Source: an optimization exercise on an open RTL-to-GDS flow (aim: small area, a short achievable clock period and few clock cycles). Production flows keep margins and buffers that such runs may drop. Function was checked by simulation only, so behaviour that the tests miss may differ from the original. Power figures rest on the tool's default switching activity, not on a simulated workload.

==> flow/design.v, too long to show whole: its modules and the start of the top module <==
// module qkv_ctrl: 124 lines
// module input_addr_gen: 36 lines
// module weight_addr_gen: 33 lines
// module mac_writer: 94 lines
// module mac_tree: 1697 lines
// module qkv_proj_top: 69 lines
module qkv_proj_top #(
  parameter int NUM_PROJ = 3
) (
  input  logic           clk,
  input  logic           reset_n,
  input  logic           dut_valid,
  output logic           dut_ready,
  output qkv_pkg::addr_t input_read_address,
  input  qkv_pkg::data_t input_read_data,
  output qkv_pkg::addr_t weight_read_address,
  input  qkv_pkg::data_t weight_read_data,
  output logic           result_write_enable,
  output qkv_pkg::addr_t result_write_address,
  output qkv_pkg::data_t result_write_data
);
  // ...
==> flow/flow/run.sh <==
#!/bin/bash
set -euo pipefail
bash standard.sh SETUP_SLACK_MARGIN=6.6 finish > standard_flow.log 2>&1
==> flow/standard.sh <==
#!/bin/bash
# synth_recipe.tcl (not shown) runs the flow's synth.tcl, then flattens the netlist and writes it again
# the make line also repeats each setting of config.mk as NAME=value (left out here)
make -C /OpenROAD-flow-scripts/flow DESIGN_CONFIG=/design/flow/config.mk WORK_HOME=/design/flow/orfs CLKGATE_MAP_FILE= SYNTH_SCRIPT=/design/flow/synth_recipe.tcl "${@:-finish}"
==> flow/config.mk <==
export PLATFORM = sky130hd
export DESIGN_NAME = qkv_proj_top
export DESIGN_NICKNAME = qkv_proj_top
export VERILOG_FILES = /design/flow/design.v
export SDC_FILE = /design/flow/constraint.sdc
export NUM_CORES = 4
export LEC_CHECK = 0
export CAP_MARGIN = 20
export CORE_MARGIN = 2
export CORE_UTILIZATION = 60
export SLEW_MARGIN = 20
==> flow/constraint.sdc <==
create_clock -name core_clock -period 10.0 [get_ports {clk}]
set_input_delay 2.0000 -clock core_clock [delete_from_list [all_inputs] [get_ports {clk}]]
set_output_delay 2.0000 -clock core_clock [all_outputs]
set_load 0.01 [all_outputs]
==> results by group, run 1 <==
Status
  – Status: no timing/DRC/antenna violations

GRT
  – Initial antenna violation count: 0
  – Grt total ovfl: 0
  – First-pass GRT wire length: 105,500 microns

Min path
  – End point of the worst hold path: mac_writer_i.m_first
  – Worst hold path type: flop to flop
  – Hold path cells: 0

Finish
  – Final Cell Area: 0.02860 sq mm
  – Multi-input logic area: approximately 0.016 sq mm
  – Fraction of area in registers: 26.82%

Critical path
  – Critical path launch point type: flop
  – Critical R2R Capture: mac_writer_i.acc[93]
  – Worst Path Buf+Inv: 2
  – Reg2Reg Depth: 9

STA
  – Clock skew: 40.61 ps
  – Final setup vio count: 0

Route
  – DR vias: between 15,000 and 20,000
  – DR WL met2: 31,010 microns
  – Routed Antenna Nets: 0

Place
  – Port Buffer Count: 136
  – Worst slack, placed: 5839 ps
  – Final HPWL DP: 47,270 microns

Floorplan
  – Die width: 207.7 microns

Power
  – Reg power frac: 22.1%
  – P per Cell Area: around 360 mW/mm^2
  – P_sw: 4.629 mW
  – Top power group: combinational logic
  – Clock Power Share: 14.1%

Synth
  – Synth Area in Compound Gates: 13.78%
  – Proportion of synthesized area in mux cells: less than 1%

Clock tree
  – Post-CTS sizing: 185

Job
  – Max Cap Viol: 0
Testbench counts, summed over its fixed seeds: cycles 426,597.
==> run 2: changes to the inputs <==
==> flow/run.sh (new file) <==
#!/bin/bash
# synth_recipe.tcl (not shown) runs the flow's synth.tcl, then flattens the netlist and writes it again
# the make line also repeats each setting of config.mk as NAME=value (left out here)
make -C /OpenROAD-flow-scripts/flow DESIGN_CONFIG=/design/flow/config.mk WORK_HOME=/design/flow/orfs CLKGATE_MAP_FILE= SYNTH_SCRIPT=/design/flow/synth_recipe.tcl finish
removed: flow/flow/run.sh
removed: flow/standard.sh
==> results by group, run 2 <==
Synth
  – Synth warn: 4 (unchanged)
  – Top cell type's share of synthesized area: 25.66% (unchanged)
  – Synth area leader: dfxtp_1 (unchanged)
  – Post-synth top cells: 319 x dfxtp_1, 288 x fa_1, 262 x xnor2_1 (unchanged)
  – Yosys cell types: 69 (unchanged)
  – Seq/Total Area, Yosys: 30.01% (unchanged)
  – Cell count after synthesis: 2,460 (unchanged)
  – Synth Area in Compound Gates: 13.78% (unchanged)
  – Post-Syn Area: 0.02489 sq mm (unchanged)
  – Main flop type after synthesis: dfxtp_1 (unchanged)
  – Synth Area in Adders: 25.13% (unchanged)
  – FF+latch count, synth: 355 (unchanged)
  – Post-synth EDFFs: 36 (unchanged)
  – Largest cells by area after synthesis: dfxtp_1 26%, fa_1 23%, xnor2_1 9.2% (unchanged)
  – Main combinational cell family by area after synthesis: adder cells (unchanged)
  – Mapped Nets: 2,854 (unchanged)
  – Most common cell in the netlist: dfxtp_1 (unchanged)
  – Proportion of synthesized area in mux cells: 0.08045% (unchanged)
  – Avg Inst Size Synth: 10.12 sq um (unchanged)
  – FFs w/ async S/R, synth: 0% (unchanged)
  – XOR/XNOR share of the synthesized area: 15.13% (unchanged)
  – Post-Synth Simple-Gate Area: 9.809% (unchanged)

Clock tree
  – Post-CTS sizing: 0 (was 185)
  – Skew-Pair Late Insertion Delay: 590 ps (about the same)
  – Post-CTS setup buffer count: 0 (was 6)
  – CTS root buffer: clkbuf_16 (unchanged)
  – Maximum level of the CTS H-tree: 2 (unchanged)
  – Hold_buf cts: 0 (unchanged)
  – Maximum root-to-sink buffer count: 3 (unchanged)
  – TritonCTS clock tree: built (unchanged)
  – Clock Sinks: 355 (unchanged)
  – Clk slew on worst S/H paths: 60 ps (about the same)
  – Total clock buffers created by CTS: 41 (unchanged)

Place
  – Final GP Congestion: 0.9398 (was 0.9154)
  – Final HPWL DP: 47,170 microns (was 47,270 microns)
  – Port Buffer Count: 136 (unchanged)

GRT
  – Largest net degree at the start of global routing: 61 (unchanged)
  – Grt total ovfl: 0 (unchanged)
  – Initial antenna violation count: 0 (unchanged)
  – GRT Overall Usage: 30.70% (was 31.24%)
  – First-pass GRT wire length: 104,200 microns (was 105,500 microns)
  – Vias in the first global route: 18,820 (was 18,970)

Critical path
  – R2R setup slack: 5930 ps (was 6670 ps)
  – Crit path max fanout: 26 (was 15)
  – Critical Path RT: 10,460 ps (about the same)
  – CP endpoint kind: flop (unchanged)
  – FF-to-FF Start: mac_writer_i.x_q[6] (was mac_writer_i.two_q[1])
  – Reg2Reg Depth: 8 (was 9)
  – Critical path launch point type: flop (unchanged)
  – Critical R2R Capture: mac_writer_i.acc[94] (was mac_writer_i.acc[93])
  – Critical path type: flop to flop (unchanged)
  – Critical Path AT: 4520 ps (was 3790 ps)

STA
  – Clock skew: 34.42 ps (was 40.61 ps)
  – Final Max Slew Viols: 0 (unchanged)
  – Fin Setup TNS: 0 ps (unchanged)
  – Slew margin rel.: 21.87% (was 37.02%)
  – Final period util: 40.65% (was 33.31%)
  – Slew of the pin with the lowest slew margin: 1170 ps (was 944.7 ps)
  – Final min period: 4065 ps (was 3331 ps)
  – Peak Freq: 246.0 MHz (was 300.2 MHz)
  – RSZ-0062 raised after global routing: false (unchanged)
  – Final setup vio count: 0 (unchanged)
  – Final Hold Viols: 0 (unchanged)

Finish
  – Share of layout cells above drive strength 1: 4.720% (was 9.583%)
  – Max reg flops: 96 (unchanged)
  – Most frequent cells in the layout: 315 x dfxtp_1, 288 x fa_1, 262 x xnor2_1 (was 285 x fa_1, 258 x xnor2_1, 252 x a22oi_1)
  – Regs by FF count: mac_writer_i.acc: 96 flops, mac_writer_i.result_write_data: 32 flops, mac_writer_i.x_q: 32 flops (unchanged)
  – Most common cell after layout, fill and taps aside: dfxtp_1 (was fa_1)
  – Layout area overhead: 11.70% (was 14.94%)
  – Post-layout util: 67.93% (was 69.89%)
  – Largest Register: mac_writer_i.acc (unchanged)
  – N_diodes: 0 (unchanged)
  – Final Net Count: 2,882 (was 2,931)
  – Number of fill cells in the layout: 3,256 (was 3,195)

Route
  – Routed Antenna Nets: 0 (unchanged)
  – Detailed Route WL: 64,730 microns (was 68,470 microns)
  – Routed wire per std cell: 21.20 microns (was 22.09 microns)
  – 1st-iter DRT viols: 1,774 (was 2,062)
  – Drt first pass iters: 9 (was 7)
  – Vias per cell: 5.907 (was 5.976)
  – Remaining DRCs: 0 (unchanged)
  – DR vias: 18,040 (was 18,520)

Floorplan
  – Core Rows: 74 (unchanged)
  – Initial Util: 60.81% (unchanged)
  – Die width: 207.7 microns (unchanged)
  – Core box area: 0.04092 sq mm (unchanged)
  – Die H: 207.7 microns (unchanged)
  – Ports: 137 (unchanged)
  – Die area: 0.04312 sq mm (unchanged)

Status
  – Status: no timing/DRC/antenna violations (unchanged)

Job
  – Max Cap Viol: 0 (unchanged)

Min path
  – Hold Crit Start: mac_writer_i.d_first (unchanged)
  – End point of the worst hold path: mac_writer_i.m_first (unchanged)
  – Worst hold path type: flop to flop (unchanged)
  – Hold path cells: 0 (unchanged)

Power
  – VDD IR-drop max: 286.1 uV (was 242.5 uV)
  – Leakage: 11.10 nW (was 11.67 nW)
  – P per Cell Area: 371.2 mW/mm^2 (was 361.9 mW/mm^2)
-- run 2: cell types whose count changed in the layout (fill, tap and decap cells not counted), sizes merged --
cell,delta
clkdlybuf4s50,+70
dlygate4sd2,-70
buf,-40
clkbuf,-6
inv,+4
clkinvlp,-3
clkinv,-2
bufinv,+1
-- run 2: power breakdown --
| group | total (mW) | internal (mW) | switching [mW] |
|---|---|---|---|
| registers | 2.31 | 1.97 | 0.343 |
| logic | 6.45 | 2.87 | 3.58 |
| clock network | 1.55 | 0.904 | 0.650 |
-- run 2: worst max-delay path by stage --
stage                     startpoint                    to  slack [ps]  depth (start not counted)
2_1_floorplan  mac_writer_i.neg_q[2]  mac_writer_i.acc[94]        6380                         10
3_3_place_gp   mac_writer_i.neg_q[7]  mac_writer_i.acc[94]        6080                          8
3_5_place_dp     mac_writer_i.x_q[6]  mac_writer_i.acc[94]        5970                          8
4_1_cts        mac_writer_i.one_q[2]  mac_writer_i.acc[94]        5980                          8
5_1_grt        mac_writer_i.one_q[2]  mac_writer_i.acc[92]        5810                         10
6_report         mac_writer_i.x_q[6]  mac_writer_i.acc[94]        5930                          8
-- run 2: layout make-up --
type,instances,area [sq um],share of cell area (%)
Clock buffer,57,1157,4.163
Clock inverter,19,246.5,0.8867
Inverter,224,840.8,3.025
Multi-Input combinational cell,1712,15920,57.27
Sequential cell,355,7472,26.88
Tap cell,532,665.6,2.395
Timing Repair Buffer,154,1496,5.383
-- run 2: cell families (layout without fill, tap and decap cells) --
kind of cell / count (synthesis) / in the layout
AOI/OAI and AO/OA: 491 / 491
adders and majority gates: 327 / 327
and+or+nand+nor: 462 / 462
buffers and inverters: 393 / 454
xor gates and xnor gates: 430 / 430
muxes: 2 / 2
DFF: 355 / 355
-- run 2: worst max-delay path, cell delays in order, from the launching register on --
cell	delay, ps
dfxtp_1	1080
a22oi_1	280
xnor2_1	220
fa_1	550
inv_1	50
fa_1	400
fa_1	500
fa_1	410
fa_1	450
-- run 2: through the flow --
stage | worst slack, ps | hold WS [ps] | cell area, sq um | cells | power, mW
2_1_floorplan | 6375 | 309.6 | 24890 | 2460 | 6.908
3_3_place_gp | 6081 | 318.1 | 26390 | 2977 | 8.605
3_5_place_dp | 5971 | 320.0 | 26390 | 2977 | 8.778
4_1_cts | 5981 | 332.1 | 27800 | 3053 | 10.41
5_1_grt | 5810 | 341.8 | 27800 | 3053 | 11.35
6_report | 5935 | 329.1 | 27800 | 3053 | 10.32
-- run 2: per-layer routing --
| metal | share of wire (%) | track usage [%] |
|---|---|---|
| met1 | 43 | 42.50 |
| met2 | 46 | 47.40 |
| met3 | 7.7 | 6.051 |
| met4 | 3.9 | 13.01 |
| met5 | 0 | 0 |
==> run 3: changes to the inputs <==
==> flow/flow/run.sh (new file) <==
#!/bin/bash
set -euo pipefail
bash standard.sh 'BUFFER_PORTS_ARGS=-buffer_cell sky130_fd_sc_hd__buf_1' SETUP_SLACK_MARGIN=6.85 finish > standard_flow.log 2>&1
==> flow/standard.sh (new file) <==
#!/bin/bash
# synth_recipe.tcl (not shown) runs the flow's synth.tcl, then flattens the netlist and writes it again
# the make line also repeats each setting of config.mk as NAME=value (left out here)
make -C /OpenROAD-flow-scripts/flow DESIGN_CONFIG=/design/flow/config.mk WORK_HOME=/design/flow/orfs CLKGATE_MAP_FILE= SYNTH_SCRIPT=/design/flow/synth_recipe.tcl "${@:-finish}"
removed: flow/run.sh
==> results by group, run 3 <==
Status
  – Status: no timing/DRC/antenna violations (unchanged)

GRT
  – Largest net degree at the start of global routing: 55 (was 61)
  – First-pass GRT wire length: 109,700 microns (was 104,200 microns)
  – GRT Overall Usage: 32.90% (was 30.70%)
  – Vias in the first global route: 19,120 (was 18,820)
  – Grt total ovfl: 0 (unchanged)
  – Initial antenna violation count: 2 (was 0)

Critical path
  – Critical path's top delay family: adder cells (unchanged)
  – Most frequent CP cell: fa_2 (was fa_1)
  – CP max stage cell: fa_1 (was dfxtp_1)
  – Crit path max fanout: 12 (was 26)
  – CP endpoint kind: flop (unchanged)
  – Critical Path AT: 3750 ps (was 4520 ps)
  – Crit path largest cell delay: 530 ps (was 1080 ps)
  – Cell Chain, Critical Path: buf_12 -> a22oi_2 -> xor2_2 -> fa_2 -> inv_2 -> fa_2 -> fa_1 -> inv_1 -> fa_2 -> inv_2 -> fa_2 (was a22oi_1 -> xnor2_1 -> fa_1 -> inv_1 -> fa_1 -> fa_1 -> fa_1 -> fa_1)
  – Critical Path RT: 10,460 ps (about the same)
  – Worst Path Buf+Inv: 4 (was 1)
  – Critical path type: flop to flop (unchanged)
  – Critical path launch point type: flop (unchanged)

STA
  – Slew of the pin with the lowest slew margin: 849.2 ps (was 1170 ps)
  – Final setup vio count: 0 (unchanged)
  – Final min period: 3288 ps (was 4065 ps)
  – Peak Freq: 304.1 MHz (was 246.0 MHz)
  – RSZ-0062 raised after global routing: true (was false)
  – Final period util: 32.88% (was 40.65%)
  – Final WS setup: 6712 ps (was 5935 ps)
  – Clock skew: 34.09 ps (was 34.42 ps)
  – Final Hold Viols: 0 (unchanged)
  – Slew margin rel.: 43.39% (was 21.87%)
  – Fin Setup TNS: 0 ps (unchanged)
  – Hold WS: 358.4 ps (was 329.1 ps)
  – Final Max Slew Viols: 0 (unchanged)

Clock tree
  – Maximum level of the CTS H-tree: 2 (unchanged)
  – TritonCTS clock tree: built (unchanged)
  – CTS root buffer: clkbuf_16 (unchanged)
  – Total clock buffers created by CTS: 41 (unchanged)
  – Clk slew on worst S/H paths: 60 ps (about the same)
  – Maximum root-to-sink buffer count: 3 (unchanged)
  – Skew-Pair Late Insertion Delay: 590 ps (about the same)
  – Clock Sinks: 355 (unchanged)
  – Hold_buf cts: 0 (unchanged)

Synth
  – Synth Area in Adders: 25.13% (unchanged)
  – Mapped Nets: 2,854 (unchanged)
  – Post-Synth Simple-Gate Area: 9.809% (unchanged)
  – Synth Area in Compound Gates: 13.78% (unchanged)
  – Top cell type's share of synthesized area: 25.66% (unchanged)
  – Proportion of synthesized area in mux cells: 0.08045% (unchanged)
  – Main combinational cell family by area after synthesis: adder cells (unchanged)
  – FF+latch count, synth: 355 (unchanged)
  – Seq/Total Area, Yosys: 30.01% (unchanged)
  – Synth warn: 4 (unchanged)
  – XOR/XNOR share of the synthesized area: 15.13% (unchanged)
  – Post-synth EDFFs: 36 (unchanged)
  – Synth area leader: dfxtp_1 (unchanged)
  – Avg Inst Size Synth: 10.12 sq um (unchanged)
  – Yosys cell types: 69 (unchanged)
  – Post-Syn Area: 0.02489 sq mm (unchanged)
  – Cell count after synthesis: 2,460 (unchanged)
  – FFs w/ async S/R, synth: 0% (unchanged)
  – Main flop type after synthesis: dfxtp_1 (unchanged)
  – Largest cells by area after synthesis: dfxtp_1 26%, fa_1 23%, xnor2_1 9.2% (unchanged)
  – Post-synth top cells: 319 x dfxtp_1, 288 x fa_1, 262 x xnor2_1 (unchanged)
  – Most common cell in the netlist: dfxtp_1 (unchanged)

Route
  – Routed Antenna Nets: 0 (unchanged)
  – Drt first pass iters: 7 (was 9)
  – 1st-iter DRT viols: 1,784 (was 1,774)
  – Remaining DRCs: 0 (unchanged)
  – Detailed Route WL: 71,280 microns (was 64,730 microns)
  – Vias per cell: 5.947 (was 5.907)
  – DR vias: 18,630 (was 18,040)
  – Routed wire per std cell: 22.75 microns (was 21.20 microns)

Finish
  – Number of fill cells in the layout: 3,084 (was 3,256)
  – Share of layout cells above drive strength 1: 18.72% (was 4.720%)
  – Final Net Count: 2,964 (was 2,882)
  – Layout area overhead: 18.02% (was 11.70%)
  – N_diodes: 0 (unchanged)
  – Largest Register: mac_writer_i.acc (unchanged)
  – Max reg flops: 96 (unchanged)
  – Regs by FF count: mac_writer_i.acc: 96 flops, mac_writer_i.result_write_data: 32 flops, mac_writer_i.x_q: 32 flops (unchanged)
  – Most common cell after layout, fill and taps aside: xnor2_1 (was dfxtp_1)
  – Most frequent cells in the layout: 256 x xnor2_1, 237 x dfxtp_1, 234 x fa_1 (was 315 x dfxtp_1, 288 x fa_1, 262 x xnor2_1)

Place
  – Final GP Congestion: 0.9065 (was 0.9398)
  – Port Buffer Count: 136 (unchanged)
  – Final HPWL DP: 46,850 microns (was 47,170 microns)
  – Worst slack, placed: 6043 ps (was 5971 ps)

Power
  – VDD IR-drop max: 218.8 uV (was 286.1 uV)
  – Leakage: 11.72 nW (was 11.10 nW)
  – P per Cell Area: 370.9 mW/mm^2 (was 371.2 mW/mm^2)

Min path
  – Worst hold path type: flop to flop (unchanged)

Floorplan
  – Die area: 0.04312 sq mm (unchanged)
  – Die H: 207.7 microns (unchanged)
  – Die width: 207.7 microns (unchanged)
  – Ports: 137 (unchanged)
  – Initial Util: 60.81% (unchanged)
  – Core box area: 0.04092 sq mm (unchanged)
  – Core Rows: 74 (unchanged)

Job
  – Max Cap Viol: 0 (unchanged)
==> run 3: cell counts after synthesis <==
Identical to the previous run, type by type.
==> run 3: timing repair <==
item | in CTS | in global routing
resized for setup | 252 | 162
gates cloned | 14 | 6
pin swaps | 32 | 67
setup buffers | 37 | 18
endpoints found under the setup margin | 87 | 61
==> run 3: per-layer routing <==
layer	global-route usage [%]	vias up	wire length, microns
met5	0	-	30
met1	43.63	9145	28270
met4	14.33	4	3462
met3	8.200	229	7226
met2	51.54	879	32290
li1	-	8376	-
==> run 3: through the flow <==
stage	util (%)	instances	area, sq um	power, mW
after floorplan	-	2460	25250	6.966
after global placement	62.73	2984	25670	8.479
after detailed placement	62.73	2984	25670	8.662
after CTS	69.81	3109	28570	10.55
after global routing	71.77	3133	29370	11.92
final	71.77	3133	29370	10.89
==> run 3: layout make-up <==
cell class                 instances  area (sq um)  area share [%]
multi-input combinational       1712         16630           56.64
sequential                       355          7690           26.18
inverter                         224         883.3           3.008
clock inverter                    22         246.5          0.8393
timing repair buffer             236          2120           7.217
clock buffer                      52          1130           3.847
tap                              532         665.6           2.266
==> run 3: final timing paths <==
path,startpoint,slack [ps],to,cells past startpoint
max,mac_writer_i.two_q[4],6710,mac_writer_i.acc[92],11
min,ctrl_i.dot_first,360,mac_writer_i.d_first,0
max reg2reg,mac_writer_i.two_q[4],6710,mac_writer_i.acc[92],11
min reg2reg,ctrl_i.dot_first,360,mac_writer_i.d_first,0
==> run 3: power breakdown <==
group	switching (mW)	internal [mW]
registers	0.304	1.97
clock network	0.635	0.888
logic	3.93	3.17
==> run 3: cell families (layout without fill, tap and decap cells) <==
kind of cell	after synthesis	after routing
xor+xnor	430	430
compound gates	491	491
flops	355	355
simple gates	462	462
buf+inv	393	534
fa+ha+maj	327	327
mux	2	2
==> run 4: changes to the inputs <==
==> flow/flow/run.sh (replaced) <==
#!/bin/bash
set -euo pipefail
bash standard.sh 'BUFFER_PORTS_ARGS=-buffer_cell sky130_fd_sc_hd__buf_1' SETUP_SLACK_MARGIN=6.75 finish > standard_flow.log 2>&1
--- a/flow/config.mk
+++ b/flow/config.mk
@@ -9,3 +9,5 @@
 export CORE_MARGIN = 2
 export CORE_UTILIZATION = 60
+export CTS_CLUSTER_DIAMETER = 120
+export CTS_CLUSTER_SIZE = 30
 export SLEW_MARGIN = 20
==> results by group, run 4 <==
Status
  – Status: no timing/DRC/antenna violations (unchanged)

GRT
  – Largest net degree at the start of global routing: 63 (was 55)
  – Initial antenna violation count: 3 (was 2)
  – GRT Overall Usage: 30.46% (was 32.90%)
  – Vias in the first global route: 18,670 (was 19,120)
  – Grt total ovfl: 0 (unchanged)
  – First-pass GRT wire length: 104,100 microns (was 109,700 microns)

Floorplan
  – Die area: 0.04312 sq mm (unchanged)
  – Core box area: 0.04092 sq mm (unchanged)
  – Core Rows: 74 (unchanged)
  – Ports: 137 (unchanged)
  – Initial Util: 60.81% (unchanged)
  – Die width: 207.7 microns (unchanged)
  – Die H: 207.7 microns (unchanged)

Power
  – VDD IR-drop max: 220.9 uV (was 218.8 uV)
  – Leakage: 11.08 nW (was 11.72 nW)
  – Gate power share: 68.8% (was 65.2%)
  – P_sw: 4.534 mW (was 4.869 mW)
  – P per Cell Area: 349.8 mW/mm^2 (was 370.9 mW/mm^2)
  – Clock Power Share: 8.2% (was 14.0%)
  – Cell internal pwr: 5.251 mW (was 6.023 mW)
  – Reg power frac: 23.0% (was 20.9%)
  – Net Sw Frac: 46.33% (was 44.70%)

Clock tree
  – Skew-Pair Late Insertion Delay: 550 ps (was 590 ps)
  – Maximum root-to-sink buffer count: 3 (unchanged)
  – CTS root buffer: clkbuf_16 (unchanged)
  – Clk slew on worst S/H paths: 120 ps (was 60 ps)
  – Clock Sinks: 355 (unchanged)
  – Hold_buf cts: 0 (unchanged)
  – Total clock buffers created by CTS: 16 (was 41)
  – TritonCTS clock tree: built (unchanged)
  – Maximum level of the CTS H-tree: 1 (was 2)

STA
  – Slew margin rel.: 35.72% (was 43.39%)
  – Peak Freq: 301.5 MHz (was 304.1 MHz)
  – Clock skew: 19.72 ps (was 34.09 ps)
  – Final WS setup: 6683 ps (was 6712 ps)
  – RSZ-0062 raised after global routing: true (unchanged)
  – Final min period: 3317 ps (was 3288 ps)
  – Final period util: 33.17% (was 32.88%)
  – Slew of the pin with the lowest slew margin: 964.2 ps (was 849.2 ps)
  – Final Max Slew Viols: 0 (unchanged)
  – Fin Setup TNS: 0 ps (unchanged)
  – Final setup vio count: 0 (unchanged)
  – Final Hold Viols: 0 (unchanged)

Synth
  – FF+latch count, synth: 355 (unchanged)
  – Main flop type after synthesis: dfxtp_1 (unchanged)
  – Most common cell in the netlist: dfxtp_1 (unchanged)
  – Post-synth top cells: 319 x dfxtp_1, 288 x fa_1, 262 x xnor2_1 (unchanged)
  – Post-synth EDFFs: 36 (unchanged)
  – Mapped Nets: 2,854 (unchanged)
  – FFs w/ async S/R, synth: 0% (unchanged)
  – Yosys cell types: 69 (unchanged)
  – Post-Syn Area: 0.02489 sq mm (unchanged)
  – Avg Inst Size Synth: 10.12 sq um (unchanged)
  – Top cell type's share of synthesized area: 25.66% (unchanged)
  – Cell count after synthesis: 2,460 (unchanged)
  – Seq/Total Area, Yosys: 30.01% (unchanged)
  – Synth area leader: dfxtp_1 (unchanged)
  – Largest cells by area after synthesis: dfxtp_1 26%, fa_1 23%, xnor2_1 9.2% (unchanged)
  – Synth warn: 4 (unchanged)

Finish
  – Final Net Count: 2,942 (was 2,964)
  – Share of layout cells above drive strength 1: 11.89% (was 18.72%)
  – Regs by FF count: mac_writer_i.acc: 96 flops, mac_writer_i.result_write_data: 32 flops, mac_writer_i.x_q: 32 flops (unchanged)
  – Layout area overhead: 12.41% (was 18.02%)
  – Most frequent cells in the layout: 266 x fa_1, 259 x dfxtp_1, 255 x xnor2_1 (was 256 x xnor2_1, 237 x dfxtp_1, 234 x fa_1)
  – Largest Register: mac_writer_i.acc (unchanged)
  – Max reg flops: 96 (unchanged)
  – Non-Filler Instances: 3,091 (was 3,133)
  – Most common cell after layout, fill and taps aside: fa_1 (was xnor2_1)

Critical path
  – Cell Chain, Critical Path: a22oi_1 -> xnor2_1 -> fa_2 -> inv_1 -> fa_2 -> fa_1 -> fa_2 -> fa_1 (was buf_12 -> a22oi_2 -> xor2_2 -> fa_2 -> inv_2 -> fa_2 -> fa_1 -> inv_1 -> fa_2 -> inv_2 -> fa_2)
  – Critical path launch point type: flop (unchanged)
  – Crit path largest cell delay: 580 ps (was 530 ps)
  – Most frequent CP cell: fa_2 (unchanged)
  – CP endpoint kind: flop (unchanged)
  – Crit path max fanout: 12 (unchanged)
  – Critical Path RT: 10,440 ps (was 10,460 ps)
  – CP max stage cell: fa_2 (was fa_1)
  – Critical Path AT: 3760 ps (was 3750 ps)
  – Critical path type: flop to flop (unchanged)
  – Reg2Reg Depth: 8 (was 11)

Route
  – Routed Antenna Nets: 0 (unchanged)
  – Routed wire per std cell: 22.16 microns (was 22.75 microns)
  – DR WL met2: 31,110 microns (was 32,290 microns)
  – Drt first pass iters: 6 (was 7)
  – DRT met1 WL: 28,380 microns (was 28,270 microns)
  – DR vias: 18,560 (was 18,630)
  – Vias per cell: 6.003 (was 5.947)
  – 1st-iter DRT viols: 2,090 (was 1,784)
  – Remaining DRCs: 0 (unchanged)
  – DR WL met3: 5932 microns (was 7226 microns)
  – DR top layer: met4 (was met5)
  – Detailed Route WL: 68,490 microns (was 71,280 microns)

Min path
  – Hold path cells: 0 (unchanged)
  – Worst hold path type: flop to flop (unchanged)

Job
  – Max Cap Viol: 0 (unchanged)

Place
  – Placed insts: 2,986 (was 2,984)
  – Port Buffer Count: 136 (unchanged)
  – Worst slack, placed: 5938 ps (was 6043 ps)
  – Final GP Congestion: 0.9070 (was 0.9065)
  – Final HPWL DP: 46,250 microns (was 46,850 microns)
-- run 4: repair_timing --
action,4_1_cts,5_1_grt
pin swaps,9,40
gates cloned,2,12
endpoints found under the setup margin,60,26
resized for setup,123,149
setup buffers,20,42
hold endpoints to repair,0,0
-- run 4: logic make-up after synthesis --
| kind of cell | after synthesis | share of synthesized area (%) |
|---|---|---|
| XOR/XNOR | 430 | 15.13 |
| flip-flops | 355 | 30.01 |
| multiplexers | 2 | 0.08045 |
| buffers and inverters | 393 | 6.064 |
| AO/OA/AOI/OAI | 491 | 13.78 |
| adder cells (fa/ha/maj) | 327 | 25.13 |
| AND/OR/NAND/NOR | 462 | 9.809 |
-- run 4: routing by layer --
| metal | up-vias | GRT usage (%) |
|---|---|---|
| met5 | - | 0 |
| met4 | 0 | 12.42 |
| met3 | 192 | 5.144 |
| met2 | 890 | 48.03 |
| met1 | 9171 | 42.05 |
| li1 | 8303 | - |
-- run 4: power by group through the flow --
stage	clock network, mW	registers, mW	logic [mW]
finish	0.805	2.25	6.73
global route	0.871	2.30	7.66
CTS	0.822	2.25	6.48
detailed placement	0	2.30	6.29
global placement	0	2.29	6.16
floorplan	0	2.21	4.72
-- run 4: worst max-delay path: cells and delay by family (launching register included) --
| kind | cells | cell delay, ps |
|---|---|---|
| adder cells (fa/ha/maj) | 5 | 2300 |
| XOR/XNOR | 1 | 160 |
| buffers and inverters | 1 | 60 |
| flip-flops | 1 | 420 |
| AO/OA/AOI/OAI | 1 | 260 |
-- run 4: final timing paths --
kind	start	end	slack, ps
min reg2reg	mac_writer_i.d_first	mac_writer_i.m_first	360
max	mac_writer_i.two_q[5]	mac_writer_i.acc[94]	6680
min	mac_writer_i.d_first	mac_writer_i.m_first	360
max reg2reg	mac_writer_i.two_q[5]	mac_writer_i.acc[94]	6680
-- run 4: per-stage QoR --
stage	hold slack, ps	util (%)	instance area, sq um	total power [mW]
final	357.2	68.35	27970	9.785
after global routing	348.8	68.35	27970	10.83
after CTS	356.6	65.26	26710	9.555
after detailed placement	343.2	62.65	25640	8.588
after global placement	358.7	62.65	25640	8.454
after floorplan	309.5	-	25090	6.935
-- run 4: final cells by class --
class | count | area (sq um)
antenna | 2 | 5.005
clock buffer | 22 | 422.9
clock inverter | 5 | 62.56
fill | 3231 | 12950
inverter | 224 | 868.3
multi-input combinational | 1712 | 16300
sequential | 355 | 7650
tap | 532 | 665.6
timing repair buffer | 239 | 1994

afterwards: timing with drivers on the ports:
The flow's constraints put no driver on any port. The routed layouts listed below were extracted and timed again, unchanged, in two steps.
Step 1 sets driving cells, clkbuf_16 on the clock port and buf_2 on the other inputs (assumed; they add their load-dependent delay and slew).
Step 2 moves the port delays by t, midway between the first and last clock arrival at a register: inputs arrive t later, outputs are due t later. That takes back most of the time a late clock gives input paths.
Three values: no drivers, after step 1, after step 2; two values: the first two.
run	shift t [ns]	slack for setup (ns)	pins driven straight from the clock port
run 1	0.631	6.669 / 6.633 / 6.669	1
run 2	0.635	5.935 / 5.935 / 5.935	1
run 3	0.630	6.712 / 6.712 / 6.712	1
run 4	0.606	6.683 / 6.683 / 6.683	1
After both steps setup and hold are still met in every run listed.
